Background: an optimization exercise with open tools, aiming at small area, a short achievable clock period and few clock cycles per item. Do not read the settings as production practice.
RTL that was checked went through simulation tests only; none was proved equivalent to the original.
Function not checked in runs 1, 2 and 4 to 7: the RTL went through the layout flow alone.
Power figures rest on the tool's default switching activity, not on a simulated workload.

[config.mk]
export PLATFORM = sky130hd
export DESIGN_NAME = uniform_range_random_unit
export DESIGN_NICKNAME = uniform_range_random_unit
export VERILOG_FILES = /design/flow/design.v
export SDC_FILE = /design/flow/constraint.sdc
export NUM_CORES = 4
export LEC_CHECK = 0
export CAP_MARGIN = 20
export CORE_MARGIN = 2
export CORE_UTILIZATION = 40
export SLEW_MARGIN = 20
[constraint.sdc]
create_clock -name core_clock -period 11.0 [get_ports {clk}]
set_input_delay 2.2000 -clock core_clock [delete_from_list [all_inputs] [get_ports {clk}]]
set_output_delay 2.2000 -clock core_clock [all_outputs]
set_load 0.01 [all_outputs]
[design.v]
`timescale 1ns / 1ps
package urr_pkg;
  localparam int STATE_W = 48;
  localparam int DATA_W  = 32;
  localparam int DRAW_W  = 31;
  localparam int DRAW_LSB = STATE_W - DRAW_W;
  localparam int MULT_W = 35;
  localparam logic [MULT_W-1:0]  LCG_MULT = 35'h5DEECE66D;
  localparam logic [STATE_W-1:0] LCG_INC  = 48'hB;
  localparam int DIG_W    = 4;                  
  localparam int DIGS     = 2;                  
  localparam int STEP_W   = DIG_W * DIGS;       
  localparam int STEPS    = STATE_W / STEP_W;   
  localparam int STEP_CNT_W = $clog2(STEPS);
  localparam int ACC_W    = MULT_W;             
  localparam int DIGP_W   = MULT_W + DIG_W;     
  localparam int SUM_W    = ACC_W + STEP_W;     
  localparam int SHIFT_W  = $clog2(DATA_W);
  localparam int NARROW_W = 9;
  localparam int NSTEPS   = 1;    
endpackage
`timescale 1ns / 1ps
module uniform_range_random_unit (
  input  logic                          clk,
  input  logic                          rst,
  input  logic                          seed_write,
  input  logic [urr_pkg::STATE_W-1:0]   seed_data,
  input  logic                          in_valid,
  output logic                          in_stall,
  input  logic [urr_pkg::DATA_W-1:0]    range_low,
  input  logic [urr_pkg::DATA_W-1:0]    range_high,
  output logic                          out_valid,
  input  logic                          out_stall,
  output logic [urr_pkg::DATA_W-1:0]    value,
  output logic                          range_error
);
  localparam int DW  = urr_pkg::DATA_W;
  localparam int NW  = urr_pkg::NARROW_W;
  localparam int NW2 = urr_pkg::NARROW_W + 2;
  localparam int SW  = urr_pkg::SHIFT_W;
  typedef enum logic [3:0] {
    S_IDLE,    
    S_PREP,    
    S_CHECK,   
    S_NORM,    
    S_DIV,     
    S_NDIV,    
    S_TDIV,    
    S_TCMP,    
    S_TACC,    
    S_REJ,     
    S_DONE     
  } state_t;
  state_t                          state, state_d;
  logic [DW-1:0]                   lo;
  logic [DW-1:0]                   m;       
  logic                            err;
  logic [DW-1:0]                   r;       
  logic [DW-1:0]                   nb;      
  logic [SW-1:0]                   k;       
  logic [SW-1:0]                   ks;      
  logic                            tval;    
  logic                            tmode;   
  logic                            dlt;     
  logic                            ge;      
  logic [1:0]                      np;      
  logic                            cin;     
  logic                            open_q;  
  logic [NW2-1:0]                  c1, c2, c3;   
  logic [urr_pkg::STATE_W-1:0]     s;       
  logic                            sbusy;   
  logic                            srdy;    
  logic [urr_pkg::DRAW_W-1:0]      dc;      
  logic                            xrdy;    
  logic [urr_pkg::DRAW_W-1:0]      dq;      
  logic                            qrdy;    
  logic [urr_pkg::ACC_W-1:0]       acc, acc_c;
  logic                            lci;
  logic [urr_pkg::STEP_CNT_W-1:0]  lcnt;
  logic                            lclr;    
  function automatic logic [urr_pkg::DIGP_W-1:0] mul_dig(input logic [urr_pkg::DIG_W-1:0] dg);
    mul_dig = '0;
    for (int i = 1; i < (1 << urr_pkg::DIG_W); i++) begin
      mul_dig = mul_dig | ({urr_pkg::DIGP_W{dg == urr_pkg::DIG_W'(i)}} &
                           (urr_pkg::DIGP_W'(urr_pkg::LCG_MULT) * urr_pkg::DIGP_W'(i)));
    end
  endfunction
  logic [urr_pkg::SUM_W-1:0]  pp [urr_pkg::DIGS];
  logic [urr_pkg::SUM_W-1:0]  cs_s [urr_pkg::DIGS+1];
  logic [urr_pkg::SUM_W-1:0]  cs_c [urr_pkg::DIGS+1];
  logic [urr_pkg::STEP_W:0]   lres;                        
  assign cs_s[0] = urr_pkg::SUM_W'(acc);
  assign cs_c[0] = urr_pkg::SUM_W'(acc_c);
  for (genvar i = 0; i < urr_pkg::DIGS; i++) begin : g_csa
    assign pp[i]     = urr_pkg::SUM_W'(mul_dig(s[i*urr_pkg::DIG_W +: urr_pkg::DIG_W])) << (i*urr_pkg::DIG_W);
    assign cs_s[i+1] = cs_s[i] ^ cs_c[i] ^ pp[i];
    assign cs_c[i+1] = ((cs_s[i] & cs_c[i]) | (cs_s[i] & pp[i]) | (cs_c[i] & pp[i])) << 1;
  end
  assign lres = (urr_pkg::STEP_W+1)'(cs_s[urr_pkg::DIGS][urr_pkg::STEP_W-1:0]) +
                (urr_pkg::STEP_W+1)'(cs_c[urr_pkg::DIGS][urr_pkg::STEP_W-1:0]) +
                (urr_pkg::STEP_W+1)'(lci);
  logic [DW-1:0] dz;                                       
  assign dz = {1'b0, dc};
  logic          pow2;
  logic          narrow;
  logic [SW-1:0] lz;
  logic [DW-1:0] bk;          
  always_comb begin
    pow2   = (((m >> 1) & ~m) == '0);
    narrow = (m[DW-1:NW] == '0);
    lz     = '0;
    for (int i = 0; i < DW; i++) begin
      if (m[i]) lz = SW'(DW - 1 - i);
    end
    bk = (~m) << ks;
  end
  logic [2:0]    nskip;       
  logic [NW-1:0] nrem0;
  logic [1:0]    np0;         
  assign nskip = m[8]            ? 3'd4 :
                 (m[7] | m[6])   ? 3'd3 :
                 (m[5] | m[4])   ? 3'd2 :
                 (m[3] | m[2])   ? 3'd1 : 3'd0;
  always_comb begin
    case (nskip)
      3'd1:    begin nrem0 = NW'(dz[31:30]); np0 = dz[29:28]; end
      3'd2:    begin nrem0 = NW'(dz[31:28]); np0 = dz[27:26]; end
      3'd3:    begin nrem0 = NW'(dz[31:26]); np0 = dz[25:24]; end
      3'd4:    begin nrem0 = NW'(dz[31:24]); np0 = dz[23:22]; end
      default: begin nrem0 = '0;             np0 = dz[31:30]; end
    endcase
  end
  logic [NW2-1:0] nt;
  logic [NW2:0]   e1, e2, e3;
  logic [NW-1:0]  nrem;
  assign nt = {nb[NW-1:0], np};
  assign e1 = {1'b0, nt} + {1'b0, c1};
  assign e2 = {1'b0, nt} + {1'b0, c2};
  assign e3 = {1'b0, nt} + {1'b0, c3};
  always_comb begin
    if (e3[NW2])      nrem = e3[NW-1:0];
    else if (e2[NW2]) nrem = e2[NW-1:0];
    else if (e1[NW2]) nrem = e1[NW-1:0];
    else              nrem = nt[NW-1:0];
  end
  logic [DW:0] sum;
  logic        cout;
  assign sum  = {1'b0, r} + {1'b0, nb} + (DW+1)'(cin);
  assign cout = sum[DW];
  logic last;           
  logic div_ok;         
  logic ndiv_ok;
  logic tcmp_ok;        
  logic tcmp_known;     
  logic consume;        
  logic ov_d;
  assign last       = (k == '0);
  logic redir;
  assign redir      = !tmode && !ge && !tval;
  assign div_ok     = ge | tval;
  assign ndiv_ok    = ge | tval;
  assign tcmp_ok    = !cout;
  assign tcmp_known = dlt | m[DW-1];
  assign consume    = ((state == S_DONE) && !out_valid && !err) || (state == S_REJ);
  always_comb begin
    state_d = state;
    case (state)
      S_PREP:  state_d = cout ? S_CHECK : S_DONE;
      S_CHECK: begin
        if (xrdy) begin
          if (pow2)                  state_d = S_DONE;
          else if (tval || m[DW-1])  state_d = S_TCMP;
          else if (narrow)           state_d = S_NDIV;
          else                       state_d = S_NORM;
        end
      end
      S_NORM:  state_d = redir ? S_NORM : (tmode ? S_TDIV : S_DIV);
      S_DIV:   if (last) state_d = div_ok ? S_DONE : S_NORM;
      S_NDIV:  if (last) state_d = ndiv_ok ? S_DONE : S_NORM;
      S_TDIV:  if (last) state_d = S_TCMP;
      S_TCMP:  state_d = tcmp_ok ? S_TACC : S_REJ;
      S_TACC: begin
        if (tcmp_known)       state_d = S_DONE;
        else if (narrow)      state_d = S_NDIV;
        else                  state_d = S_NORM;
      end
      S_REJ:   state_d = S_CHECK;
      S_DONE:  if (!out_valid) state_d = S_IDLE;
      default: state_d = S_IDLE;
    endcase
    if (open_q && in_valid) state_d = S_PREP;
    if (rst) state_d = S_IDLE;
    ov_d = out_valid;
    if (out_valid && !out_stall) ov_d = 1'b0;
    if ((state == S_DONE) && !out_valid) ov_d = 1'b1;
    if (rst) ov_d = 1'b0;
  end
  always_ff @(posedge clk) begin
    state     <= state_d;
    out_valid <= ov_d;
    in_stall  <= !((state_d == S_IDLE) || ((state_d == S_DONE) && !ov_d));
    open_q    <= (state_d == S_IDLE) || ((state_d == S_DONE) && !ov_d);
    ge        <= (dz > m);
    cin       <= open_q && in_valid;
    if (lclr) begin
      acc   <= urr_pkg::ACC_W'(urr_pkg::LCG_INC);
      acc_c <= '0;
      lci   <= 1'b0;
      lcnt  <= '0;
      lclr  <= 1'b0;
    end else if (sbusy) begin
      s     <= {lres[urr_pkg::STEP_W-1:0], s[urr_pkg::STATE_W-1:urr_pkg::STEP_W]};
      acc   <= urr_pkg::ACC_W'(cs_s[urr_pkg::DIGS] >> urr_pkg::STEP_W);
      acc_c <= urr_pkg::ACC_W'(cs_c[urr_pkg::DIGS] >> urr_pkg::STEP_W);
      lci   <= lres[urr_pkg::STEP_W];
      lcnt  <= lcnt + 1'b1;
      if (lcnt == urr_pkg::STEP_CNT_W'(urr_pkg::STEPS-1)) begin
        sbusy <= 1'b0;
        srdy  <= 1'b1;
        acc   <= urr_pkg::ACC_W'(urr_pkg::LCG_INC);
        acc_c <= '0;
        lci   <= 1'b0;
        lcnt  <= '0;
      end
    end
    if (consume) begin
      if (qrdy) begin
        dc <= dq;
        if (srdy) begin
          dq    <= s[urr_pkg::STATE_W-1:urr_pkg::DRAW_LSB];
          srdy  <= 1'b0;
          sbusy <= 1'b1;
        end else begin
          qrdy <= 1'b0;
        end
      end else if (srdy) begin
        dc    <= s[urr_pkg::STATE_W-1:urr_pkg::DRAW_LSB];
        srdy  <= 1'b0;
        sbusy <= 1'b1;
      end else begin
        xrdy <= 1'b0;
      end
    end else if (srdy && !xrdy) begin
      dc    <= s[urr_pkg::STATE_W-1:urr_pkg::DRAW_LSB];
      xrdy  <= 1'b1;
      srdy  <= 1'b0;
      sbusy <= 1'b1;
    end else if (srdy && !qrdy) begin
      dq    <= s[urr_pkg::STATE_W-1:urr_pkg::DRAW_LSB];
      qrdy  <= 1'b1;
      srdy  <= 1'b0;
      sbusy <= 1'b1;
    end
    case (state)
      S_PREP: begin
        m    <= sum[DW-1:0];
        err  <= !cout;
        tval <= 1'b0;
        dlt  <= 1'b0;
      end
      S_CHECK: begin
        c1 <= ~m[NW2-1:0];
        c2 <= ~{m[NW2-2:0], 1'b1};
        c3 <= ~(m[NW2-1:0] + {m[NW2-2:0], 1'b0} + NW2'(2));
        if (pow2) begin
          r  <= dz & m;
          nb <= lo;
        end else if (tval) begin
          nb <= ~dz;
        end else if (narrow) begin
          r  <= dz;
          nb <= DW'(nrem0);
          np <= np0;
          k  <= SW'(DW/2 - 1) - SW'(nskip);
        end else if (m[DW-1]) begin
          r     <= ~m;
          nb    <= ~dz;
          tval  <= 1'b1;
        end else begin
          r     <= dz;
          k     <= lz - 1'b1;
          ks    <= lz - 1'b1;
          tmode <= 1'b0;
        end
      end
      S_NORM: begin
        nb <= bk;
        if (redir) begin
          r     <= ~m;
          k     <= lz;
          ks    <= lz;
          tmode <= 1'b1;
          dlt   <= 1'b1;
        end
      end
      S_DIV, S_TDIV: begin
        if (cout) r <= sum[DW-1:0];
        nb  <= {1'b1, nb[DW-1:1]};
        k   <= k - 1'b1;
        if (last) begin
          if (state == S_TDIV) begin
            nb   <= ~dz;
            tval <= 1'b1;
          end else if (div_ok) begin
            nb <= lo;
          end else begin
            r     <= ~m;
            k     <= lz;
            ks    <= lz;
          ks    <= lz;
            tmode <= 1'b1;
            dlt   <= 1'b1;
          end
        end
      end
      S_NDIV: begin
        nb[NW-1:0] <= nrem;
        np  <= r[2*(k-1'b1) +: 2];
        k   <= k - 1'b1;
        if (last) begin
          if (ndiv_ok) begin
            r  <= DW'(nrem);
            nb <= lo;
          end else begin
            r     <= ~m;
            k     <= lz;
            ks    <= lz;
          ks    <= lz;
            tmode <= 1'b1;
            dlt   <= 1'b1;
          end
        end
      end
      S_TACC: begin
        begin
          r  <= dz;
          nb <= lo;
          if (!tcmp_known) begin
            nb    <= DW'(nrem0);
            np    <= np0;
            k     <= narrow ? (SW'(DW/2 - 1) - SW'(nskip)) : (lz - 1'b1);
            ks    <= lz - 1'b1;
            tmode <= 1'b0;
          end
        end
      end
      S_REJ: begin
        dlt <= 1'b0;
      end
      default: ;
    endcase
    if ((state == S_DONE) && !out_valid) begin
      value       <= err ? '0 : sum[DW-1:0];
      range_error <= err;
    end
    if (open_q) begin
      lo <= range_low;
      r  <= range_high;
      nb <= ~range_low;
      if (seed_write) begin
        s     <= seed_data;
        sbusy <= 1'b1;
        srdy  <= 1'b0;
        xrdy  <= 1'b0;
        qrdy  <= 1'b0;
        lclr  <= 1'b1;
      end
    end
    if (rst) begin
      s     <= urr_pkg::LCG_INC;    
      sbusy <= 1'b0;
      srdy  <= 1'b1;
      xrdy  <= 1'b0;
      qrdy  <= 1'b0;
      lclr  <= 1'b1;
    end
  end
endmodule
[run.sh]
#!/bin/bash
# synth_recipe.tcl (not shown) runs the flow's synth.tcl, then flattens the netlist and writes it again
# the make line also repeats each setting of config.mk as NAME=value (left out here)
make -C /OpenROAD-flow-scripts/flow DESIGN_CONFIG=/design/flow/config.mk WORK_HOME=/design/flow/orfs CLKGATE_MAP_FILE= SYNTH_SCRIPT=/design/flow/synth_recipe.tcl finish
==> results_dict.tcl, run 1 <==
set metrics [dict create \
    layout.nets 3627 \
    start_kind "flip-flop" \
    rsz0062_at_grt "no" \
    portBuffers 151 \
    cts.path.max_buffers 3 \
    clk_pin_slew_worst_paths_ns 0.06 \
    crit_fanout 38 \
    ios 152 \
    r2r_end "nb[16]" \
    synth_area_leaders "edfxtp_1 (26%), dfxtp_1 (9.0%), ha_1 (7.0%), fa_1 (4.7%), nor2_1 (4.6%)" \
    syn_area_um2 29500 \
    placedCellCount 4184 \
    final-hold-violation-count 0 \
    dp_slack_ns 6.59 \
    cp.required_ns 11.34 \
    dr.pass1.iters 6 \
    areaGrowthSynthToFinish_pct 12.9 \
    crit_type "reg2reg" \
    finalCritPeriodShare 0.402 \
    dpl_cell_area_um2 31700 \
    reg2reg_slack_ns 6.58 \
    ant_nets 0 \
    holdPathEnd "acc[25]" \
    avgSynthCellArea_um2 9.08 \
    first_iter_violations 3077 \
    viasPerCell 6.04 \
    seq_area_frac_synth 0.355 \
    drcViolationCount 0 \
    grtUsageTotal 0.277 \
    max_freq_ghz 0.226 \
    layout_common_cells "nor2_1 (357), nand2_1 (347), a21oi_1 (265)" \
    synth.distinct_cells 110 \
    cts_tree "yes" \
    p_leak_nw 12.4 \
    grt_pass1_vias 24378 \
    cts.repair.resized 0 \
    tns_ns 0 \
    grt_antenna_before_repair 5 \
    num_vias 25796 \
    numCtsBuffers 47 \
    yosysWarnings 4 \
    min_period_ns 4.42 \
    synthFlopType "edfxtp_1" \
    avgRoutedWirePerCell_um 24.9 \
    crit_chain "or2_2 > a221oi_1 > nand4_2 > nor2_4 > buf_4 > buf_4 > or2_2 > o21ai_0 > a2111oi_0 > a21oi_1" \
    setup_viol 0 \
    r2r_cells 10 \
    slew_violations 0 \
    cts-root-buf "clkbuf_16" \
    final_common_cell "nor2_1" \
    n_fill_cell 7095 \
    netlist.area_leader.share 0.265 \
    power.density_nw_per_um2 160 \
    row_count 99 \
    slowest_delay_ns 0.61 \
    fp.dieW_um 276 \
    ir_drop_v 0.000127 \
    routed_wl_um 106000 \
    postCtsSetupRepairBufs 0 \
    min_from "acc[25]" \
    multiInputGateArea_um2 17400 \
    start_util 0.404 \
    outcome "no timing/DRC/antenna violations" \
    r2r_start "m[16]" \
    async_reset_ff_frac 0 \
    cts_hold_buf 0 \
    antennaDiodeCount 0 \
    post-dp-hpwl_um 78600 \
    drv_cap 0 \
    overflow 0 \
    syn_inst 3248 \
    grt_max_degree 100 \
    clock_skew_ns 0.0262 \
    drive_gt1_frac 0.0857 \
    syn_nets 3601 \
    cp_slowest_cell "buf_4" \
    cts.sinks 393 \
    seq_area_um2 10500 \
    die_area_um2 75900 \
    crit_arrival_ns 4.77 \
    grt_pass1_wl_um 158000 \
    die_h_um 276 \
    tightestPinTransition_ns 1.14 \
    slew_headroom 0.237 \
    core_area_um2 73000 \
    cts_max_level 2 \
    holdCritPathClass "reg2reg" \
    ys_seq_elements 393 \
    gp_congestion 0.974 \
    clkLatencyLatePin_ns 0.62 \
    hold_depth 2 \
    design_area_um2 33300 \
    instances_no_fill 4272 \
    end_kind "flip-flop" \
    synth_top_cell_by_area "edfxtp_1" \
    setup_ws_ns 6.58 \
    synth_edf_count 260 \
]
[worst max-delay path, delay by kind of cell, from the launching register on]
family          cells  cell delay (ns)
compound gates      4             1.05
flops               1             0.56
simple gates        4             1.40
buf+inv             2             1.12
[power by group]
part | switching [mW] | total [mW] | internal, mW
combinational | 0.982 | 1.65 | 0.666
sequential | 0.234 | 1.99 | 1.76
clock | 0.699 | 1.67 | 0.971
total | 1.92 | 5.31 | 3.40
[cells in the mapped netlist (all sizes together), types with 31 or more instances]
| cell type | count |
|---|---|
| fa | 70 |
| xnor2 | 40 |
| inv | 184 |
| mux2 | 43 |
| nor3 | 56 |
| mux2i | 122 |
| nand3 | 60 |
| a21oi | 269 |
| a31oi | 31 |
| o21ai | 185 |
| nand2 | 350 |
| a211oi | 40 |
| mux4 | 38 |
| a311oi | 51 |
| nor2b | 64 |
| dfxtp | 133 |
| buf | 71 |
| ha | 166 |
| o211ai | 41 |
| edfxtp | 260 |
| a221oi | 31 |
| clkbuf | 152 |
| nand2b | 32 |
| nor2 | 363 |
| a21o | 35 |
[stage by stage]
step                      power [mW]   util  hold WS (ns)
after floorplan                 3.07      -         0.446
after global placement          3.62  0.434         0.455
after detailed placement        3.62  0.434         0.460
after CTS                       5.31  0.456         0.470
after global routing            5.57  0.456         0.496
final                           5.31  0.456         0.466
[worst max path at each step]
stage               slack (ns)  depth (start not counted)      from     end
finish                    6.58                         10     m[16]  nb[16]
floorplan                 6.72                          7  state[0]   dc[0]
detailed placement        6.59                         10     m[16]  nb[16]
global placement          6.71                         10     m[16]  nb[14]
global route              6.33                         10      m[7]  nb[16]
CTS                       6.60                         10     m[16]  nb[16]
[layout make-up]
type | instances | area share
clock buffers | 52 | 0.0365
well taps | 959 | 0.0360
flip-flops and latches | 393 | 0.315
inverters | 185 | 0.0209
multi-input cells | 2447 | 0.523
clock inverters | 36 | 0.0128
repair buffers | 200 | 0.0563
[cells by family (layout without fill, tap and decap cells)]
kind of cell	count (synthesis)	after routing	share of synthesized area
AOI/OAI and AO/OA	887	887	0.199
xor gates and xnor gates	61	61	0.0181
and+or+nand+nor	1060	1060	0.167
buffers and inverters	408	473	0.0569
DFF	393	393	0.355
adders and majority gates	236	236	0.118
muxes	203	203	0.0869
[registers in the layout (all words and copies together) (netlist names), 32 cells and up]
register / flops
nb: 32
lo: 32
acc_c: 32
acc: 35
value: 32
m: 32
r: 32
s: 48
[routing by layer]
layer | vias to the layer above | GRT usage | part of all wire
li1 | 11909 | - | -
met1 | 12397 | 0.379 | 0.42
met2 | 1262 | 0.440 | 0.46
met3 | 220 | 0.0461 | 0.087
met4 | 8 | 0.102 | 0.037
met5 | - | 0 | 0.00043
==> run 2, diff against run 1 <==
--- a/design.v
+++ b/design.v
@@ -200,4 +200,4 @@
     out_valid <= ov_d;
-    in_stall  <= !((state_d == S_IDLE) || ((state_d == S_DONE) && !ov_d));
-    open_q    <= (state_d == S_IDLE) || ((state_d == S_DONE) && !ov_d);
+    in_stall  <= !((state_d == S_IDLE) || ((state_d == S_DONE) && !ov_d && (state != S_PREP)));
+    open_q    <= (state_d == S_IDLE) || ((state_d == S_DONE) && !ov_d && (state != S_PREP));
     ge        <= (dz > m);
@@ -309,3 +309,2 @@
             ks    <= lz;
-          ks    <= lz;
             tmode <= 1'b1;
@@ -327,3 +326,2 @@
             ks    <= lz;
-          ks    <= lz;
             tmode <= 1'b1;
==> results_dict.tcl, run 2 <==
set metrics [dict create \
    clkLatencyLatePin_ns 0.63 \
    syn_area_um2 29300 \
    ios 152 \
    synth_top_cell_by_area "edfxtp_1" \
    cts-root-buf "clkbuf_16" \
    ys_seq_elements 393 \
    overflow 0 \
    tns_ns 0 \
    r2r_start "s[0]" \
    clock_skew_ns 0.0333 \
    grt_pass1_vias 24045 \
    ir_drop_v 0.000122 \
    pwr-share-clk 0.309 \
    switchingPower_mw 1.97 \
    routed_wl_um 105000 \
    numCtsBuffers 48 \
    holdPathEnd "acc_c[1]" \
    post-dp-hpwl_um 76200 \
    crit_family "compound AO/OA/AOI/OAI gates" \
    netlist.area_leader.share 0.267 \
    drive_gt1_frac 0.0842 \
    gp_congestion 0.994 \
    drv_cap 0 \
    synth_area_leaders "edfxtp_1 (27%), dfxtp_1 (9.1%), ha_1 (7.1%), nor2_1 (4.9%), fa_1 (4.8%)" \
    synth_edf_count 260 \
    top_regs "s: 48 flops, acc: 35 flops" \
    startpoint "s[0]" \
    portBuffers 151 \
    viasPerCell 6.08 \
    layout_common_cells "nor2_1 (378), nand2_1 (335), edfxtp_1 (260)" \
    cts_hold_buf 0 \
    first_iter_violations 2982 \
    slew_headroom 0.300 \
    final_common_cell "nor2_1" \
    p_int_mw 3.47 \
    start_kind "flip-flop" \
    seq_area_um2 10500 \
    multiInputGateArea_um2 17200 \
    synth_common_cells "nor2_1 (380), nand2_1 (337), edfxtp_1 (260)" \
    n_fill_cell 7088 \
    slew_violations 0 \
    layout.nets 3626 \
    seq_area_frac_synth 0.358 \
    postCtsSetupRepairBufs 0 \
    rsz0062_at_grt "no" \
    cts_tree "yes" \
    max_freq_ghz 0.238 \
    power.density_nw_per_um2 164 \
    yosysWarnings 4 \
    top_register "s" \
    areaGrowthSynthToFinish_pct 13.2 \
    met3_length_um 7930 \
    synthFlopType "edfxtp_1" \
    row_count 99 \
    ant_nets 0 \
    drcViolationCount 0 \
    cp.required_ns 11.54 \
    cts.repair.resized 0 \
    yosysMostFrequentCell "nor2_1" \
    clk_pin_slew_worst_paths_ns 0.06 \
    min_period_ns 4.21 \
    avgRoutedWirePerCell_um 24.6 \
    die_h_um 274 \
    largest_reg_flops 48 \
    grt_pass1_wl_um 156000 \
    crit_chain "inv_1 > nor2_1 > or2_2 > fa_1 > ha_1 > ha_1 > a31oi_1 > o21bai_1 > a21oi_1 > o21bai_1 > a21oi_1 > xnor2_1 > nand2_1 > a311oi_1" \
    r2r_cells 14 \
    total_power_mw 5.44 \
    dr.pass1.iters 6 \
    finalCritPeriodShare 0.383 \
    holdCritPathClass "reg2reg" \
    syn_inst 3253 \
    highest_layer "met5" \
    min_from "acc_c[1]" \
    end_kind "flip-flop" \
    combPwrFrac 0.320 \
    p_leak_nw 12.4 \
    r2r_end "s[47]" \
    cp.buffers_inverters 1 \
    slowest_delay_ns 0.79 \
    async_reset_ff_frac 0 \
    routed-wl-met2_um 47900 \
    hold_depth 2 \
    crit_arrival_ns 4.75 \
    num_vias 25985 \
    grtUsageTotal 0.273 \
    cts_max_level 2 \
    avgSynthCellArea_um2 8.99 \
    reg2reg_slack_ns 6.79 \
    crit_fanout 24 \
    die_area_um2 75300 \
    met1_length_um 44000 \
    antennaDiodeCount 0 \
    core_area_um2 72700 \
    outcome "no timing/DRC/antenna violations" \
    grt_max_degree 99 \
    switching_share 0.363 \
    grt_antenna_before_repair 3 \
    start_util 0.402 \
    crit_type "reg2reg" \
    fp.dieW_um 274 \
    synth.distinct_cells 89 \
    cts.sinks 393 \
    tightestPinTransition_ns 1.04 \
    final-hold-violation-count 0 \
    cp_slowest_cell "dfxtp_1" \
    setup_viol 0 \
    syn_nets 3606 \
    p_seq_frac 0.372 \
    cts.path.max_buffers 3 \
]
-- run 2: cell count changes after synthesis, moves of 12 or more --
cell / before / now
a21oi_1: 266 / 248
clkbuf_1: 152 / 167
mux2_2: 41 / 54
nand2_1: 349 / 337
nand3_1: 59 / 86
nor2_1: 359 / 380
o21ai_0: 171 / 189
o22ai_1: 27 / 59
o311ai_0: 1 / 22
-- run 2: cell families after synthesis --
group,after synthesis,synth area share
adders and majority gates,236,0.119
DFF,393,0.358
AOI/OAI and AO/OA,883,0.196
buffers and inverters,411,0.0553
xor gates and xnor gates,65,0.0195
muxes,216,0.0916
and+or+nand+nor,1049,0.161
-- run 2: metal layers --
metal  track usage  vias to the layer above
met3        0.0374                      226
met1         0.369                    12597
met5             0                        -
met4         0.126                        2
li1              -                    11916
met2         0.432                     1244
-- run 2: worst max path at each step --
stage,to,slack (ns),depth (start not counted)
finish,s[47],6.79,14
global route,s[47],6.24,15
CTS,s[47],6.79,14
detailed placement,s[47],6.82,14
global placement,s[47],6.73,14
floorplan,dc[0],6.82,7
-- run 2: layout make-up --
class,instances,area share
Tap cell,959,0.0362
Clock inverter,34,0.0113
Clock buffer,55,0.0380
Multi-Input combinational cell,2449,0.520
Sequential cell,393,0.316
Timing Repair Buffer,206,0.0579
Inverter,175,0.0198
-- run 2: stage by stage --
stage                     cells  hold slack (ns)  area [um^2]  worst slack, ns  utilization
after floorplan            3253            0.446        29300             6.82            -
after global routing       4271            0.490        33100             6.24        0.456
after global placement     4182            0.455        31500             6.73        0.433
final                      4271            0.470        33100             6.79        0.456
after detailed placement   4182            0.459        31500             6.82        0.433
after CTS                  4271            0.470        33100             6.79        0.456
-- run 2: worst min-delay path, stage by stage (launching register included) --
cell and delay, ns:
dfxtp_1 0.31, nand2b_1 0.06, a21oi_1 0.05
-- run 2: power groups by stage --
stage               logic [mW]  clock network, mW  registers [mW]
finish                    1.74               1.68            2.02
global route              1.92               1.75            2.03
CTS                       1.73               1.70            2.01
detailed placement        1.72                  0            2.04
global placement          1.71                  0            2.04
floorplan                 1.29                  0            1.89
==> run 3, diff against run 2 <==
--- a/design.v
+++ b/design.v
@@ -119,6 +119,6 @@
   logic [1:0]    np0;         
-  assign nskip = m[8]            ? 3'd4 :
-                 (m[7] | m[6])   ? 3'd3 :
-                 (m[5] | m[4])   ? 3'd2 :
-                 (m[3] | m[2])   ? 3'd1 : 3'd0;
+  assign nskip = (m[8] | m[7])   ? 3'd4 :
+                 (m[6] | m[5])   ? 3'd3 :
+                 (m[4] | m[3])   ? 3'd2 :
+                 (m[2] | m[1])   ? 3'd1 : 3'd0;
   always_comb begin
==> results_dict.tcl, run 3 <==
set metrics [dict create \
    outcome "no timing/DRC/antenna violations" \
    syn_area_um2 29200 \
    setup_viol 0 \
    hold_depth 2 \
    switching_share 0.359 \
    ys_seq_elements 393 \
    power.density_nw_per_um2 160 \
    p_int_mw 3.39 \
    cts.path.max_buffers 3 \
    synth.distinct_cells 89 \
    r2r_start "nb[0]" \
    overflow 0 \
    start_kind "flip-flop" \
    top_register "s" \
    clkLatencyLatePin_ns 0.62 \
    cts-root-buf "clkbuf_16" \
    grtUsageTotal 0.273 \
    portBuffers 151 \
    p_leak_nw 12.5 \
    crit_arrival_ns 4.76 \
    post-dp-hpwl_um 77100 \
    min_period_ns 4.47 \
    avgRoutedWirePerCell_um 24.4 \
    async_reset_ff_frac 0 \
    die_h_um 274 \
    synth_area_leaders "edfxtp_1 (27%), dfxtp_1 (9.1%), ha_1 (7.2%), nor2_1 (4.9%), fa_1 (4.8%)" \
    gp_congestion 0.998 \
    final_util 0.456 \
    layout.nets 3626 \
    combPwrFrac 0.313 \
    first_iter_violations 2917 \
    dr.pass1.iters 6 \
    placedCellCount 4181 \
    slew_headroom 0.267 \
    r2r_cells 13 \
    cts.repair.resized 0 \
    n_fill_cell 7157 \
    netlist.area_leader.share 0.267 \
    synth_common_cells "nor2_1 (380), nand2_1 (317), a21oi_1 (265)" \
    ant_nets 0 \
    setup_ws_ns 6.53 \
    final_common_cell "nor2_1" \
    numCtsBuffers 48 \
    crit_type "reg2reg" \
    r2r_end "r[17]" \
    top_regs "s: 48 flops, acc: 35 flops" \
    reg2reg_slack_ns 6.53 \
    drcViolationCount 0 \
    ir_drop_v 0.000132 \
    clock_skew_ns 0.0240 \
    final-hold-violation-count 0 \
    syn_inst 3253 \
    dp_slack_ns 6.62 \
    cts_tree "yes" \
    design_area_um2 33100 \
    switchingPower_mw 1.90 \
    slew_violations 0 \
    tightestPinTransition_ns 1.09 \
    crit_fanout 31 \
    largest_reg_flops 48 \
    postCtsSetupRepairBufs 0 \
    seq_area_frac_synth 0.358 \
    avgSynthCellArea_um2 8.98 \
    start_util 0.402 \
    instances_no_fill 4273 \
    die_area_um2 75200 \
    cts_hold_buf 0 \
    yosysMostFrequentCell "nor2_1" \
    fp.dieW_um 274 \
    drv_cap 0 \
    num_vias 25583 \
    tns_ns 0 \
    clk_pin_slew_worst_paths_ns 0.06 \
    grt_max_degree 98 \
    synthFlopType "edfxtp_1" \
    core_area_um2 72600 \
    p_seq_frac 0.376 \
    areaGrowthSynthToFinish_pct 13.3 \
    ios 152 \
    min_from "acc[28]" \
    viasPerCell 5.99 \
    synth_edf_count 260 \
    routed_wl_um 104000 \
    synth_top_cell_by_area "edfxtp_1" \
    finalCritPeriodShare 0.406 \
    yosysWarnings 4 \
    layout_common_cells "nor2_1 (380), nand2_1 (315), a21oi_1 (262)" \
    pwr-share-clk 0.311 \
    cts_max_level 2 \
    rsz0062_at_grt "no" \
    grt_pass1_vias 24070 \
    row_count 99 \
    cts.sinks 393 \
    holdPathEnd "acc[28]" \
    grt_pass1_wl_um 155000 \
    grt_antenna_before_repair 8 \
    max_freq_ghz 0.224 \
    syn_nets 3607 \
    holdCritPathClass "reg2reg" \
    cp.required_ns 11.30 \
    drive_gt1_frac 0.0803 \
    dpl_cell_area_um2 31500 \
    end_kind "flip-flop" \
]
## run 3: cell types whose count changed in the layout (fill, tap and decap cells not counted), sizes merged, moves of 11 or more
| cell | before | now |
|---|---|---|
| nand3 | 86 | 45 |
| o22ai | 59 | 48 |
| mux2 | 54 | 86 |
| clkbuf | 55 | 66 |
| clkinv | 25 | 13 |
| mux4 | 36 | 25 |
| o211ai | 30 | 48 |
| a21oi | 249 | 266 |
| nand2 | 337 | 318 |
| o311ai | 22 | 8 |
| o21ai | 193 | 234 |
## run 3: layout make-up
class                   count  area [um^2]  area share
multi-input cells        2461        17300       0.522
flip-flops and latches    393        10500       0.317
repair buffers            198         1880      0.0568
clock buffers              66         1360      0.0410
well taps                 959         1200      0.0362
inverters                 170          638      0.0193
clock inverters            24          272     0.00820
diodes                      2         5.00    0.000151
## run 3: worst max-delay path: stages (launching register included)
cell      delay, ns
edfxtp_1       0.55
fa_1           0.54
inv_1          0.10
fa_1           0.21
nor2b_1        0.07
o31a_1         0.30
o211ai_1       0.20
buf_4          0.20
a21oi_2        0.10
o311ai_4       0.34
nand2_2        0.65
mux2_2         0.53
a311oi_1       0.26
a221oi_1       0.07
## run 3: power groups by stage
stage | Sequential, mW | Clock [mW] | Combinational (mW)
detailed placement | 2.01 | 0 | 1.63
floorplan | 1.87 | 0 | 1.21
global route | 2.00 | 1.73 | 1.83
CTS | 1.98 | 1.67 | 1.64
global placement | 2.01 | 0 | 1.62
finish | 1.99 | 1.65 | 1.66
## run 3: cells by family after synthesis
group | Yosys count | share of synthesized area
AND/OR/NAND/NOR | 984 | 0.149
AO/OA/AOI/OAI | 943 | 0.207
buffers and inverters | 399 | 0.0526
flip-flops | 393 | 0.358
adder cells (fa/ha/maj) | 237 | 0.119
multiplexers | 234 | 0.0947
XOR/XNOR | 63 | 0.0189
## run 3: metrics by stage
stage | power, mW | hold WS [ns]
after floorplan | 3.08 | 0.446
after global placement | 3.63 | 0.457
after detailed placement | 3.64 | 0.461
after CTS | 5.29 | 0.471
after global routing | 5.56 | 0.495
final | 5.29 | 0.469
## run 3: routing by layer
metal  global-route usage  routed length (um)  vias up
li1                     -                   -    11892
met1                0.373               44400    12322
met2                0.431               47000     1126
met3               0.0484                8440      225
met4                0.107                4460       18
met5                    0                 139        -
## run 3: worst max-delay path by stage
| stage | to | cells past startpoint | start |
|---|---|---|---|
| 3_5_place_dp | r[1] | 14 | nb[0] |
| 2_1_floorplan | dc[0] | 7 | state[0] |
| 5_1_grt | r[26] | 14 | nb[0] |
| 4_1_cts | r[1] | 14 | nb[0] |
| 3_3_place_gp | r[1] | 14 | nb[0] |
| 6_report | r[17] | 13 | nb[0] |
Testbench counts of run 3, summed over its fixed seeds: cycles 36,143, items 3,200.
==> run 4, diff against run 3 <==
--- a/design.v
+++ b/design.v
@@ -108,4 +108,2 @@
   always_comb begin
-    pow2   = (((m >> 1) & ~m) == '0);
-    narrow = (m[DW-1:NW] == '0);
     lz     = '0;
@@ -149,2 +147,7 @@
   assign cout = sum[DW];
+  logic [DW-1:0] mn;
+  logic          pow2_n, narrow_n;
+  assign mn       = sum[DW-1:0];
+  assign pow2_n   = (((mn >> 1) & ~mn) == '0);
+  assign narrow_n = (mn[DW-1:NW] == '0);
   logic last;           
@@ -255,3 +258,5 @@
       S_PREP: begin
-        m    <= sum[DW-1:0];
+        m      <= sum[DW-1:0];
+        pow2   <= pow2_n;
+        narrow <= narrow_n;
         err  <= !cout;
==> results_dict.tcl, run 4 <==
set metrics [dict create \
    grt_pass1_vias 23892 \
    end_kind "flip-flop" \
    ios 152 \
    largest_reg_flops 48 \
    die_h_um 274 \
    first_iter_violations 3069 \
    holdCritPathClass "reg2reg" \
    fp.dieW_um 274 \
    slew_headroom 0.216 \
    synth.distinct_cells 93 \
    netlist.area_leader.share 0.270 \
    p_int_mw 3.46 \
    p_seq_frac 0.367 \
    crit_arrival_ns 4.94 \
    die_area_um2 75200 \
    routed_wl_um 102000 \
    crit_type "reg2reg" \
    areaGrowthSynthToFinish_pct 13.3 \
    synth_top_cell_by_area "edfxtp_1" \
    yosysMostFrequentCell "nor2_1" \
    postCtsSetupRepairBufs 0 \
    rsz0062_at_grt "no" \
    num_vias 25926 \
    syn_inst 3300 \
    slew_violations 0 \
    viasPerCell 6.01 \
    grt_antenna_before_repair 2 \
    numCtsBuffers 45 \
    pwr-share-clk 0.296 \
    cts_max_level 2 \
    cp_slowest_cell "edfxtp_1" \
    tns_ns 0 \
    syn_nets 3653 \
    async_reset_ff_frac 0 \
    ys_seq_elements 395 \
    grtUsageTotal 0.267 \
    tightestPinTransition_ns 1.17 \
    overflow 0 \
    clock_skew_ns 0.0480 \
    start_kind "flip-flop" \
    max_freq_ghz 0.223 \
    min_period_ns 4.49 \
    synth_common_cells "nor2_1 (377), nand2_1 (363), a21oi_1 (275)" \
    grt_pass1_wl_um 153000 \
    crit_fanout 29 \
    finalCritPeriodShare 0.408 \
    synth_edf_count 262 \
    avgRoutedWirePerCell_um 23.7 \
    cp.required_ns 11.45 \
    layout_common_cells "nor2_1 (373), nand2_1 (362), a21oi_1 (273)" \
    drcViolationCount 0 \
    crit_chain "fa_1 > inv_1 > fa_1 > nor2b_1 > o31a_1 > o21ai_2 > o211ai_2 > a21oi_2 > o21ai_4 > buf_4 > inv_2 > nor3_1 > a2111oi_0 > o22ai_1 > o21ai_1" \
    cp.buffers_inverters 3 \
    slowest_delay_ns 0.53 \
    clkLatencyLatePin_ns 0.63 \
    avgSynthCellArea_um2 8.85 \
    yosysWarnings 4 \
    gp_congestion 1.01 \
    outcome "no timing/DRC/antenna violations" \
    cts_hold_buf 0 \
    layout.nets 3669 \
    seq_area_frac_synth 0.361 \
    clk_pin_slew_worst_paths_ns 0.07 \
    post-dp-hpwl_um 75000 \
    final-hold-violation-count 0 \
    ant_nets 0 \
    top_regs "s: 48 flops, acc: 35 flops" \
    dr.pass1.iters 6 \
    switchingPower_mw 2.07 \
    grt_max_degree 99 \
    ir_drop_v 0.000118 \
    top_register "s" \
    total_power_mw 5.53 \
    drv_cap 0 \
    syn_area_um2 29200 \
    combPwrFrac 0.337 \
    setup_viol 0 \
    synth_area_leaders "edfxtp_1 (27%), dfxtp_1 (9.1%), ha_1 (7.1%), nor2_1 (4.8%), fa_1 (4.8%)" \
    path_common_cell "fa_1" \
    row_count 99 \
    portBuffers 151 \
    cts.repair.resized 0 \
    core_area_um2 72600 \
    drive_gt1_frac 0.0763 \
    final_common_cell "nor2_1" \
    cts.path.max_buffers 3 \
    crit_family "compound AO/OA/AOI/OAI gates" \
    p_leak_nw 12.5 \
    cts_tree "yes" \
    synthFlopType "edfxtp_1" \
    cts.sinks 395 \
    power.density_nw_per_um2 167 \
    switching_share 0.374 \
    cts-root-buf "clkbuf_16" \
    start_util 0.402 \
]
[run 4: final timing paths]
kind                               from       to  slack [ns]  cells after the start
worst max-delay path              nb[0]     r[7]        6.51                     15
worst min-delay path            acc[29]  acc[29]        0.47                      2
worst max register to register    nb[0]     r[7]        6.51                     15
worst min register to register  acc[29]  acc[29]        0.47                      2
[run 4: worst min-delay path, delay by kind of cell, from the launching register on]
kind,cells,cell delay [ns]
compound gates,1,0.05
flops,1,0.31
simple gates,1,0.06
[run 4: power groups by stage]
stage	logic (mW)	registers (mW)	clock network, mW
global route	2.07	2.04	1.72
detailed placement	1.82	2.04	0
finish	1.86	2.03	1.64
global placement	1.82	2.05	0
floorplan	1.35	1.89	0
CTS	1.84	2.01	1.67
[run 4: metal layers]
layer / vias up / GRT usage / routed length [um]
met5: - / 0 / 0
met4: 0 / 0.0778 / 2900
met3: 168 / 0.0596 / 11100
met2: 1328 / 0.386 / 43100
met1: 12425 / 0.395 / 45100
li1: 12005 / - / -
[run 4: cell families after synthesis]
logic type,after synthesis,synth area share
simple gates,1035,0.156
xor+xnor,69,0.0207
buf+inv,419,0.0546
flops,395,0.361
compound gates,971,0.214
fa+ha+maj,236,0.119
mux,175,0.0754
[run 4: per-stage QoR]
step / worst slack (ns) / utilization / instances / hold WS [ns] / area, um^2
2_1_floorplan: 6.76 / - / 3300 / 0.446 / 29200
3_3_place_gp: 6.70 / 0.433 / 4227 / 0.458 / 31400
3_5_place_dp: 6.61 / 0.433 / 4227 / 0.463 / 31400
4_1_cts: 6.58 / 0.455 / 4311 / 0.472 / 33000
5_1_grt: 6.24 / 0.456 / 4312 / 0.495 / 33100
6_report: 6.51 / 0.456 / 4313 / 0.468 / 33100
[run 4: final cells by class]
cell class,count,area [um^2]
tap,959,1200
fill,7113,39500
clock inverter,31,437
timing repair buffer,203,1920
antenna,1,2.50
clock buffer,53,1170
multi-input combinational,2486,17100
sequential,395,10500
inverter,185,694
==> run 5, diff against run 4 <==
--- a/design.v
+++ b/design.v
@@ -13,3 +13,3 @@
   localparam int STEPS    = STATE_W / STEP_W;   
-  localparam int STEP_CNT_W = $clog2(STEPS);
+  localparam int STEP_CNT_W = $clog2(STEPS + 1);   
   localparam int ACC_W    = MULT_W;             
@@ -78,2 +78,3 @@
   logic                            lci;
+  logic [urr_pkg::STEP_W-1:0]      ls, lc;  
   logic [urr_pkg::STEP_CNT_W-1:0]  lcnt;
@@ -98,4 +99,3 @@
   end
-  assign lres = (urr_pkg::STEP_W+1)'(cs_s[urr_pkg::DIGS][urr_pkg::STEP_W-1:0]) +
-                (urr_pkg::STEP_W+1)'(cs_c[urr_pkg::DIGS][urr_pkg::STEP_W-1:0]) +
+  assign lres = (urr_pkg::STEP_W+1)'(ls) + (urr_pkg::STEP_W+1)'(lc) +
                 (urr_pkg::STEP_W+1)'(lci);
@@ -211,2 +211,4 @@
       lci   <= 1'b0;
+      ls    <= '0;
+      lc    <= '0;
       lcnt  <= '0;
@@ -218,4 +220,6 @@
       lci   <= lres[urr_pkg::STEP_W];
+      ls    <= cs_s[urr_pkg::DIGS][urr_pkg::STEP_W-1:0];
+      lc    <= cs_c[urr_pkg::DIGS][urr_pkg::STEP_W-1:0];
       lcnt  <= lcnt + 1'b1;
-      if (lcnt == urr_pkg::STEP_CNT_W'(urr_pkg::STEPS-1)) begin
+      if (lcnt == urr_pkg::STEP_CNT_W'(urr_pkg::STEPS)) begin
         sbusy <= 1'b0;
@@ -225,2 +229,4 @@
         lci   <= 1'b0;
+        ls    <= '0;
+        lc    <= '0;
         lcnt  <= '0;
@@ -321,3 +327,3 @@
         nb[NW-1:0] <= nrem;
-        np  <= r[2*(k-1'b1) +: 2];
+        np  <= r[2*4'(k - 1'b1) +: 2];
         k   <= k - 1'b1;
==> results_dict.tcl, run 5 <==
set metrics [dict create \
    top_regs "s: 48 flops, acc: 35 flops" \
    rsz0062_at_grt "no" \
    cts_hold_buf 0 \
    post-dp-hpwl_um 77600 \
    gp_congestion 0.990 \
    drv_cap 0 \
    synth_edf_count 262 \
    yosysWarnings 4 \
    clock_skew_ns 0.0470 \
    slew_violations 0 \
    cts_max_level 2 \
    start_util 0.404 \
    cts_tree "yes" \
    drcViolationCount 0 \
    async_reset_ff_frac 0 \
    holdCritPathClass "reg2reg" \
    ir_drop_v 0.000151 \
    pwr-share-clk 0.328 \
    layout_common_cells "nor2_1 (367), nand2_1 (311), a21oi_1 (287)" \
    first_iter_violations 3104 \
    grt_antenna_before_repair 2 \
    grt_max_degree 99 \
    yosysMostFrequentCell "nor2_1" \
    routed_wl_um 107000 \
    setup_viol 0 \
    synth_common_cells "nor2_1 (370), nand2_1 (312), a21oi_1 (288)" \
    clkLatencyLatePin_ns 0.64 \
    cts.path.max_buffers 3 \
    dpl_cell_area_um2 32300 \
    num_vias 26628 \
    max_freq_ghz 0.226 \
    ys_seq_elements 409 \
    synth.distinct_cells 92 \
    viasPerCell 6.08 \
    dr.pass1.iters 6 \
    overflow 0 \
    syn_inst 3355 \
    row_count 100 \
    cts.repair.resized 0 \
    total_power_mw 5.58 \
    drive_gt1_frac 0.0880 \
    cp.required_ns 11.31 \
    top_register "s" \
    avgSynthCellArea_um2 8.96 \
    layout.nets 3720 \
    end_kind "flip-flop" \
    postCtsSetupRepairBufs 0 \
    grtUsageTotal 0.268 \
    crit_arrival_ns 4.73 \
    synthFlopType "edfxtp_1" \
    p_int_mw 3.60 \
    seq_area_frac_synth 0.360 \
    cts-root-buf "clkbuf_16" \
    portBuffers 151 \
    tightestPinTransition_ns 1.08 \
    slew_headroom 0.275 \
    synth_area_leaders "edfxtp_1 (26%), dfxtp_1 (9.8%), ha_1 (6.9%), a21oi_1 (4.8%), fa_1 (4.7%)" \
    fp.dieW_um 278 \
    p_seq_frac 0.368 \
    crit_fanout 33 \
    syn_area_um2 30100 \
    p_leak_nw 12.7 \
    final-hold-violation-count 0 \
    tns_ns 0 \
    outcome "no timing/DRC/antenna violations" \
    cts.sinks 409 \
    grtUsageMet2 0.421 \
    power.density_nw_per_um2 163 \
    busiest_layer "met2" \
    grt_pass1_wl_um 159000 \
    final_common_cell "nor2_1" \
    crit_type "reg2reg" \
    combPwrFrac 0.304 \
    avgRoutedWirePerCell_um 24.4 \
    setup_ws_ns 6.58 \
    finalCritPeriodShare 0.402 \
    die_area_um2 77400 \
    syn_nets 3708 \
    core_area_um2 74400 \
    synth_top_cell_by_area "edfxtp_1" \
    design_area_um2 34200 \
    min_period_ns 4.42 \
    die_h_um 278 \
    dp_slack_ns 6.73 \
    grt_pass1_vias 24640 \
    largest_reg_flops 48 \
    use_met3 0.0515 \
    areaGrowthSynthToFinish_pct 13.6 \
    start_kind "flip-flop" \
    ant_nets 0 \
    ios 152 \
    numCtsBuffers 50 \
    met1_usage 0.355 \
    switching_share 0.354 \
    switchingPower_mw 1.98 \
    netlist.area_leader.share 0.262 \
    clk_pin_slew_worst_paths_ns 0.06 \
]
run 5: power groups by stage:
stage	clock network, mW	registers (mW)	logic, mW
after floorplan	0	1.92	1.23
after global placement	0	2.07	1.66
after detailed placement	0	2.07	1.66
after CTS	1.86	2.04	1.68
after global routing	1.92	2.06	1.87
final	1.83	2.05	1.69
run 5: worst paths after layout:
check | start | end | slack [ns] | cells after the start
setup reg to reg | state[0] | nb[12] | 6.58 | 11
setup / recovery | state[0] | nb[12] | 6.58 | 11
hold reg to reg | acc[29] | acc[29] | 0.47 | 2
hold / removal | acc[29] | acc[29] | 0.47 | 2
run 5: final cells by class:
class | count | area [um^2]
flip-flops and latches | 409 | 10800
fillers | 7131 | 40300
multi-input cells | 2511 | 17700
well taps | 969 | 1210
repair buffers | 204 | 1920
clock inverters | 36 | 517
inverters | 191 | 717
diodes | 1 | 2.50
clock buffers | 57 | 1300
run 5: cell families after synthesis:
group / count (synthesis) / share of synthesized area
buffers and inverters: 435 / 0.0549
flip-flops: 409 / 0.360
adder cells (fa/ha/maj): 236 / 0.116
multiplexers: 204 / 0.0883
AND/OR/NAND/NOR: 1065 / 0.161
AO/OA/AOI/OAI: 942 / 0.202
XOR/XNOR: 64 / 0.0186
run 5: per-stage QoR:
| stage | hold WS [ns] | instances | utilization |
|---|---|---|---|
| 4_1_cts | 0.469 | 4376 | 0.459 |
| 5_1_grt | 0.477 | 4377 | 0.459 |
| 2_1_floorplan | 0.446 | 3355 | - |
| 3_3_place_gp | 0.456 | 4283 | 0.434 |
| 6_report | 0.468 | 4378 | 0.459 |
| 3_5_place_dp | 0.459 | 4283 | 0.434 |
run 5: routing by layer:
layer,routed length [um],vias to the layer above
li1,-,12288
met1,43300,12766
met2,48100,1297
met3,9580,275
met4,5740,2
met5,15,-
run 5: critical path, cell delays in order (launching register included):
cell      delay [ns]
dfxtp_1         0.76
and2_1          0.28
xnor2_1         0.07
or2_0           0.23
buf_4           0.26
inv_1           0.53
nor2_2          0.32
buf_4           0.32
a21boi_0        0.76
o221ai_1        0.20
a211oi_1        0.27
a21oi_1         0.07
==> run 6, diff against run 5 <==
--- a/design.v
+++ b/design.v
@@ -13,3 +13,3 @@
   localparam int STEPS    = STATE_W / STEP_W;   
-  localparam int STEP_CNT_W = $clog2(STEPS + 1);   
+  localparam int STEP_CNT_W = $clog2(STEPS);
   localparam int ACC_W    = MULT_W;             
@@ -65,3 +65,3 @@
   logic                            ge;      
-  logic [1:0]                      np;      
+  logic [2:0]                      np;      
   logic                            cin;     
@@ -78,3 +78,2 @@
   logic                            lci;
-  logic [urr_pkg::STEP_W-1:0]      ls, lc;  
   logic [urr_pkg::STEP_CNT_W-1:0]  lcnt;
@@ -99,3 +98,4 @@
   end
-  assign lres = (urr_pkg::STEP_W+1)'(ls) + (urr_pkg::STEP_W+1)'(lc) +
+  assign lres = (urr_pkg::STEP_W+1)'(cs_s[urr_pkg::DIGS][urr_pkg::STEP_W-1:0]) +
+                (urr_pkg::STEP_W+1)'(cs_c[urr_pkg::DIGS][urr_pkg::STEP_W-1:0]) +
                 (urr_pkg::STEP_W+1)'(lci);
@@ -108,2 +108,4 @@
   always_comb begin
+    pow2   = (((m >> 1) & ~m) == '0);
+    narrow = (m[DW-1:NW] == '0);
     lz     = '0;
@@ -114,16 +116,13 @@
   end
-  logic [2:0]    nskip;       
+  logic [1:0]    nskip;       
   logic [NW-1:0] nrem0;
-  logic [1:0]    np0;         
-  assign nskip = (m[8] | m[7])   ? 3'd4 :
-                 (m[6] | m[5])   ? 3'd3 :
-                 (m[4] | m[3])   ? 3'd2 :
-                 (m[2] | m[1])   ? 3'd1 : 3'd0;
+  logic [2:0]    np0;         
+  logic [SW-1:0] nk0;         
+  assign nskip = (m[8] | m[7])        ? 2'd2 :
+                 (m[6] | m[5] | m[4]) ? 2'd1 : 2'd0;
   always_comb begin
     case (nskip)
-      3'd1:    begin nrem0 = NW'(dz[31:30]); np0 = dz[29:28]; end
-      3'd2:    begin nrem0 = NW'(dz[31:28]); np0 = dz[27:26]; end
-      3'd3:    begin nrem0 = NW'(dz[31:26]); np0 = dz[25:24]; end
-      3'd4:    begin nrem0 = NW'(dz[31:24]); np0 = dz[23:22]; end
-      default: begin nrem0 = '0;             np0 = dz[31:30]; end
+      2'd2:    begin nrem0 = NW'(dz[31:24]); np0 = dz[23:21]; nk0 = SW'(7); end
+      2'd1:    begin nrem0 = NW'(dz[31:27]); np0 = dz[26:24]; nk0 = SW'(8); end
+      default: begin nrem0 = NW'(dz[31:30]); np0 = dz[29:27]; nk0 = SW'(9); end
     endcase
@@ -133,3 +132,3 @@
   logic [NW-1:0]  nrem;
-  assign nt = {nb[NW-1:0], np};
+  assign nt = {nb[NW-1:0], np[2:1]};
   assign e1 = {1'b0, nt} + {1'b0, c1};
@@ -137,8 +136,14 @@
   assign e3 = {1'b0, nt} + {1'b0, c3};
+  logic [NW-1:0]  nrem4;      
+  logic [NW:0]    nt2;
+  logic [NW2:0]   e4;
   always_comb begin
-    if (e3[NW2])      nrem = e3[NW-1:0];
-    else if (e2[NW2]) nrem = e2[NW-1:0];
-    else if (e1[NW2]) nrem = e1[NW-1:0];
-    else              nrem = nt[NW-1:0];
+    if (e3[NW2])      nrem4 = e3[NW-1:0];
+    else if (e2[NW2]) nrem4 = e2[NW-1:0];
+    else if (e1[NW2]) nrem4 = e1[NW-1:0];
+    else              nrem4 = nt[NW-1:0];
   end
+  assign nt2  = {nrem4, np[0]};
+  assign e4   = {2'b0, nt2} + {1'b0, c1};
+  assign nrem = e4[NW2] ? e4[NW-1:0] : nt2[NW-1:0];
   logic [DW:0] sum;
@@ -147,7 +152,2 @@
   assign cout = sum[DW];
-  logic [DW-1:0] mn;
-  logic          pow2_n, narrow_n;
-  assign mn       = sum[DW-1:0];
-  assign pow2_n   = (((mn >> 1) & ~mn) == '0);
-  assign narrow_n = (mn[DW-1:NW] == '0);
   logic last;           
@@ -211,4 +211,2 @@
       lci   <= 1'b0;
-      ls    <= '0;
-      lc    <= '0;
       lcnt  <= '0;
@@ -220,6 +218,4 @@
       lci   <= lres[urr_pkg::STEP_W];
-      ls    <= cs_s[urr_pkg::DIGS][urr_pkg::STEP_W-1:0];
-      lc    <= cs_c[urr_pkg::DIGS][urr_pkg::STEP_W-1:0];
       lcnt  <= lcnt + 1'b1;
-      if (lcnt == urr_pkg::STEP_CNT_W'(urr_pkg::STEPS)) begin
+      if (lcnt == urr_pkg::STEP_CNT_W'(urr_pkg::STEPS-1)) begin
         sbusy <= 1'b0;
@@ -229,4 +225,2 @@
         lci   <= 1'b0;
-        ls    <= '0;
-        lc    <= '0;
         lcnt  <= '0;
@@ -264,5 +258,3 @@
       S_PREP: begin
-        m      <= sum[DW-1:0];
-        pow2   <= pow2_n;
-        narrow <= narrow_n;
+        m    <= sum[DW-1:0];
         err  <= !cout;
@@ -284,3 +276,3 @@
           np <= np0;
-          k  <= SW'(DW/2 - 1) - SW'(nskip);
+          k  <= nk0;
         end else if (m[DW-1]) begin
@@ -327,3 +319,3 @@
         nb[NW-1:0] <= nrem;
-        np  <= r[2*4'(k - 1'b1) +: 2];
+        np  <= r[3*(k-1'b1) +: 3];
         k   <= k - 1'b1;
@@ -349,3 +341,3 @@
             np    <= np0;
-            k     <= narrow ? (SW'(DW/2 - 1) - SW'(nskip)) : (lz - 1'b1);
+            k     <= narrow ? nk0 : (lz - 1'b1);
             ks    <= lz - 1'b1;
==> results_dict.tcl, run 6 <==
set metrics [dict create \
    outcome "no timing/DRC/antenna violations" \
    finalCritPeriodShare 0.475 \
    antennaDiodeCount 0 \
    gp_congestion 1.00 \
    power.density_nw_per_um2 156 \
    largest_reg_flops 48 \
    start_kind "flip-flop" \
    synthMuxAreaShare 0.101 \
    max_freq_ghz 0.191 \
    avgSynthCellArea_um2 8.99 \
    syn_inst 3351 \
    synth_fa_ha_area_frac 0.124 \
    final_util 0.456 \
    use_met3 0.0866 \
    cp.required_ns 11.37 \
    crit_fanout 8 \
    portBuffers 151 \
    yosysMostFrequentCell "nor2_1" \
    switchingPower_mw 1.94 \
    drcViolationCount 0 \
    cts_tree "yes" \
    p_int_mw 3.37 \
    setup_viol 0 \
    async_reset_ff_frac 0 \
    cts_hold_buf 0 \
    switching_share 0.365 \
    cts-root-buf "clkbuf_16" \
    instances_no_fill 4382 \
    top_regs "s: 48 flops, acc: 35 flops" \
    grt_antenna_before_repair 4 \
    grt_pass1_wl_um 160000 \
    slew_violations 0 \
    start_util 0.405 \
    ys_seq_elements 394 \
    placedCellCount 4292 \
    grt_max_degree 88 \
    viasPerCell 6.11 \
    total_power_mw 5.31 \
    final_common_cell "nor2_1" \
    dr.pass1.iters 6 \
    cts.sinks 394 \
    areaGrowthSynthToFinish_pct 12.8 \
    postCtsSetupRepairBufs 0 \
    syn_area_um2 30100 \
    yosysWarnings 4 \
    clk_pin_slew_worst_paths_ns 0.06 \
    yosys.area_share.simple 0.156 \
    crit_type "reg2reg" \
    clock_skew_ns 0.0430 \
    synth_area_leaders "edfxtp_1 (26%), dfxtp_1 (8.8%), ha_1 (7.6%), nor2_1 (5.2%), fa_1 (4.8%)" \
    end_kind "flip-flop" \
    numCtsBuffers 48 \
    drv_cap 0 \
    synth-compound-area-share 0.194 \
    grtUsageTotal 0.271 \
    routed_wl_um 107000 \
    avgRoutedWirePerCell_um 24.3 \
    synthFlopType "edfxtp_1" \
    ir_drop_v 0.000119 \
    layout_common_cells "nor2_1 (416), nand2_1 (340), a21oi_1 (279)" \
    cts.repair.resized 0 \
    clkLatencyLatePin_ns 0.62 \
    busiest_layer "met1" \
    die_h_um 278 \
    synth_top_cell_by_area "edfxtp_1" \
    synth_common_cells "nor2_1 (419), nand2_1 (342), a21oi_1 (281)" \
    die_area_um2 77500 \
    syn_nets 3724 \
    post-dp-hpwl_um 77100 \
    cts_max_level 2 \
    p_seq_frac 0.380 \
    grtUsageMet2 0.380 \
    holdCritPathClass "reg2reg" \
    netlist.area_leader.share 0.260 \
    first_iter_violations 3402 \
    synth_edf_count 261 \
    grt_pass1_vias 25176 \
    design_area_um2 34000 \
    slew_headroom 0.266 \
    cts.path.max_buffers 3 \
    min_period_ns 5.23 \
    row_count 100 \
    fp.dieW_um 278 \
    synth.distinct_cells 80 \
    ant_nets 0 \
    synth_xor_area_frac 0.0218 \
    core_area_um2 74400 \
    tns_ns 0 \
    pwr-share-clk 0.298 \
    drive_gt1_frac 0.0864 \
    dpl_cell_area_um2 32400 \
    num_vias 26776 \
    ios 152 \
    met1_usage 0.392 \
    final-hold-violation-count 0 \
    layout.nets 3747 \
    top_register "s" \
    rsz0062_at_grt "no" \
    synth_top_family_by_area "compound AO/OA/AOI/OAI gates" \
    seq_area_frac_synth 0.349 \
    p_leak_nw 12.9 \
    tightestPinTransition_ns 1.09 \
    combPwrFrac 0.322 \
    crit_arrival_ns 5.60 \
    overflow 0 \
]
run 6: per-layer routing:
metal,wire [um],vias to the layer above,part of all wire
met5,29,-,0.00027
met3,13300,193,0.12
met2,43100,1459,0.41
met1,46700,12891,0.44
li1,-,12229,-
met4,3360,4,0.032
run 6: per-stage QoR:
stage               hold slack, ns  setup WS (ns)
floorplan                    0.446           6.36
global placement             0.457           5.95
detailed placement           0.460           5.80
CTS                          0.470           5.82
global route                 0.488           5.43
finish                       0.466           5.77
run 6: path summary, 6_finish.rpt:
check,start,slack (ns),cells after the start,end
max,np[2],5.77,20,r[4]
min,acc[28],0.47,2,acc[28]
max reg2reg,np[2],5.77,20,r[4]
min reg2reg,acc[28],0.47,2,acc[28]
run 6: kinds of logic after synthesis:
family | count (synthesis)
adders and majority gates | 256
DFF | 394
AOI/OAI and AO/OA | 903
muxes | 238
and+or+nand+nor | 1066
buffers and inverters | 419
xor gates and xnor gates | 75
run 6: power by group through the flow:
stage          clock (mW)  sequential [mW]  combinational (mW)
3_5_place_dp            0             2.03                1.67
5_1_grt              1.66             2.02                1.90
6_report             1.58             2.02                1.71
3_3_place_gp            0             2.03                1.67
2_1_floorplan           0             1.87                1.26
4_1_cts              1.61             2.00                1.69
run 6: final cells by class:
cell class                 count  area (um^2)
fill                        7111        40500
multi-input combinational   2538        18100
sequential                   394        10500
timing repair buffer         205         1930
clock buffer                  60         1270
tap                          969         1210
inverter                     187          702
clock inverter                29          259
run 6: critical path, stage by stage (launching register included):
cell and delay (ns):
edfxtp_1 0.52, ha_1 0.23, inv_1 0.05, fa_1 0.37, nand2b_1 0.20, a21oi_1 0.19
o21ai_0 0.17, a21oi_1 0.49, o21ai_0 0.20, mux2i_1 0.36, inv_1 0.09, ha_1 0.27
a21oi_1 0.28, o211ai_1 0.17, a31oi_1 0.25, o21ai_0 0.12, nand2_1 0.18, nor2_1 0.08
nor3_1 0.44, o221ai_1 0.20, o221a_2 0.16
==> run 7, diff against run 6 <==
--- a/design.v
+++ b/design.v
@@ -108,4 +108,2 @@
   always_comb begin
-    pow2   = (((m >> 1) & ~m) == '0);
-    narrow = (m[DW-1:NW] == '0);
     lz     = '0;
@@ -152,2 +150,7 @@
   assign cout = sum[DW];
+  logic [DW-1:0] mn;
+  logic          pow2_n, narrow_n;
+  assign mn       = sum[DW-1:0];
+  assign pow2_n   = (((mn >> 1) & ~mn) == '0);
+  assign narrow_n = (mn[DW-1:NW] == '0);
   logic last;           
@@ -258,3 +261,5 @@
       S_PREP: begin
-        m    <= sum[DW-1:0];
+        m      <= sum[DW-1:0];
+        pow2   <= pow2_n;
+        narrow <= narrow_n;
         err  <= !cout;
==> results_dict.tcl, run 7 <==
set metrics [dict create \
    outcome "no timing/DRC/antenna violations" \
    routed_wl_um 106000 \
    n_fill_cell 7184 \
    layout.nets 3748 \
    crit_arrival_ns 6.10 \
    yosysWarnings 4 \
    synth-compound-area-share 0.200 \
    final-hold-violation-count 0 \
    cts.repair.resized 0 \
    drive_gt1_frac 0.0873 \
    synth_top_cell_by_area "edfxtp_1" \
    drcViolationCount 0 \
    slew_violations 0 \
    cts_max_level 2 \
    clkLatencyLatePin_ns 0.62 \
    final_common_cell "nor2_1" \
    overflow 0 \
    cp_slowest_cell "o21ai_1" \
    clk_pin_slew_worst_paths_ns 0.06 \
    largest_reg_flops 48 \
    grtUsageTotal 0.269 \
    layout_common_cells "nor2_1 (411), a21oi_1 (374), nand2_1 (284)" \
    p_int_mw 3.52 \
    cp.required_ns 11.34 \
    core_area_um2 74600 \
    rsz0062_at_grt "no" \
    yosys.area_share.simple 0.144 \
    synth_top_family_by_area "compound AO/OA/AOI/OAI gates" \
    start_util 0.405 \
    synth_area_leaders "edfxtp_1 (26%), dfxtp_1 (8.8%), ha_1 (7.6%), a21oi_1 (6.2%), nor2_1 (5.2%)" \
    tightestPinTransition_ns 1.13 \
    dr.pass1.iters 6 \
    numCtsBuffers 48 \
    die_h_um 279 \
    crit_chain "ha_1 > inv_1 > o21ai_1 > a2111oi_0 > or3_1 > o21ai_1 > a21o_1 > mux2_2 > ha_1 > a21o_1 > a211oi_1 > o21ai_0 > a31oi_1 > buf_4 > inv_1 > a221oi_1 > nor2_1 > a2111oi_0 > a22oi_1" \
    cts_hold_buf 0 \
    portBuffers 151 \
    first_iter_violations 3577 \
    power.density_nw_per_um2 161 \
    synthFlopType "edfxtp_1" \
    synth_common_cells "nor2_1 (416), a21oi_1 (375), nand2_1 (286)" \
    slew_headroom 0.247 \
    viasPerCell 6.09 \
    p_seq_frac 0.365 \
    row_count 100 \
    holdCritPathClass "reg2reg" \
    reg2reg_slack_ns 5.24 \
    design_area_um2 34200 \
    cts-root-buf "clkbuf_16" \
    async_reset_ff_frac 0 \
    min_period_ns 5.76 \
    num_vias 26724 \
    combPwrFrac 0.322 \
    postCtsSetupRepairBufs 0 \
    grt_pass1_vias 25252 \
    clock_skew_ns 0.0283 \
    synth_fa_ha_area_frac 0.123 \
    switching_share 0.362 \
    start_kind "flip-flop" \
    top_register "s" \
    top_regs "s: 48 flops, acc: 35 flops" \
    cts.sinks 396 \
    switchingPower_mw 2.00 \
    syn_nets 3727 \
    grt_max_degree 99 \
    grt_pass1_wl_um 160000 \
    avgSynthCellArea_um2 9.01 \
    ios 152 \
    ant_nets 0 \
    end_kind "flip-flop" \
    drv_cap 0 \
    grt_antenna_before_repair 2 \
    pwr-share-clk 0.313 \
    p_leak_nw 13.1 \
    post-dp-hpwl_um 77400 \
    slowest_delay_ns 0.60 \
    synthMuxAreaShare 0.106 \
    ys_seq_elements 396 \
    seq_area_frac_synth 0.349 \
    areaGrowthSynthToFinish_pct 13.3 \
    cts.path.max_buffers 3 \
    yosysMostFrequentCell "nor2_1" \
    avgRoutedWirePerCell_um 24.3 \
    crit_fanout 12 \
    max_freq_ghz 0.174 \
    setup_viol 0 \
    synth_xor_area_frac 0.0229 \
    die_area_um2 77800 \
    synth_edf_count 263 \
    tns_ns 0 \
    finalCritPeriodShare 0.524 \
    syn_inst 3355 \
    ir_drop_v 0.000130 \
    cts_tree "yes" \
    synth.distinct_cells 84 \
    fp.dieW_um 279 \
    crit_type "reg2reg" \
    gp_congestion 0.972 \
    instances_no_fill 4385 \
    dpl_cell_area_um2 32600 \
    syn_area_um2 30200 \
    final_util 0.459 \
    placedCellCount 4295 \
    netlist.area_leader.share 0.261 \
]
## run 7: changes by cell type after synthesis, sizes merged, moves of 15 or more
cell and change:
a21oi +94, nand2 -56, o211ai -22, o21ai +28
o21ba +15, o221ai -28
## run 7: area by class of cell
| type | instances | area [um^2] | area share |
|---|---|---|---|
| repair buffers | 201 | 1880 | 0.0549 |
| inverters | 199 | 747 | 0.0218 |
| well taps | 969 | 1210 | 0.0354 |
| flip-flops and latches | 396 | 10600 | 0.309 |
| diodes | 1 | 2.50 | 0.0000731 |
| clock inverters | 32 | 402 | 0.0117 |
| clock buffers | 57 | 1280 | 0.0373 |
| multi-input cells | 2530 | 18200 | 0.530 |
## run 7: path summary, 6_finish.rpt
kind / end / start / cells past startpoint
max: r[5] / nb[0] / 19
min: acc[29] / acc[29] / 2
max reg2reg: r[5] / nb[0] / 19
min reg2reg: acc[29] / acc[29] / 2
## run 7: worst max-delay path: cells and delay by family, from the launching register on
family / cells / cell delay, ns
simple gates: 2 / 0.51
fa+ha+maj: 2 / 0.68
compound gates: 11 / 2.99
buf+inv: 3 / 0.41
flops: 1 / 0.54
mux: 1 / 0.36
## run 7: per-layer routing
layer | track usage | vias to the layer above | part of all wire
met3 | 0.0742 | 177 | 0.12
met1 | 0.390 | 12850 | 0.43
met5 | 0 | - | 0
met4 | 0.0674 | 0 | 0.026
li1 | - | 12228 | -
met2 | 0.396 | 1469 | 0.42
## run 7: per-stage QoR
step / setup WS [ns] / hold WS, ns / power, mW
floorplan: 6.18 / 0.446 / 3.17
global placement: 5.36 / 0.457 / 3.75
detailed placement: 5.25 / 0.463 / 3.76
CTS: 5.22 / 0.471 / 5.49
global route: 4.65 / 0.498 / 5.79
finish: 5.24 / 0.468 / 5.51
## run 7: power by group through the flow
stage	combinational, mW	sequential (mW)	clock (mW)
6_report	1.78	2.01	1.73
5_1_grt	1.97	2.02	1.81
4_1_cts	1.75	1.99	1.75
3_5_place_dp	1.74	2.02	0
3_3_place_gp	1.73	2.02	0
2_1_floorplan	1.29	1.87	0
## run 7: logic make-up after synthesis
kind of cell | after synthesis
multiplexers | 239
adder cells (fa/ha/maj) | 255
XOR/XNOR | 77
flip-flops | 396
AO/OA/AOI/OAI | 970
buffers and inverters | 429
AND/OR/NAND/NOR | 989

Setup slack of run 7, layout unchanged: 5.239 ns with ideal ports, 5.239 ns with driving cells assumed (clock clkbuf_16, inputs buf_2), 5.239 ns with port delays also shifted by the 0.666 ns mid clock arrival.
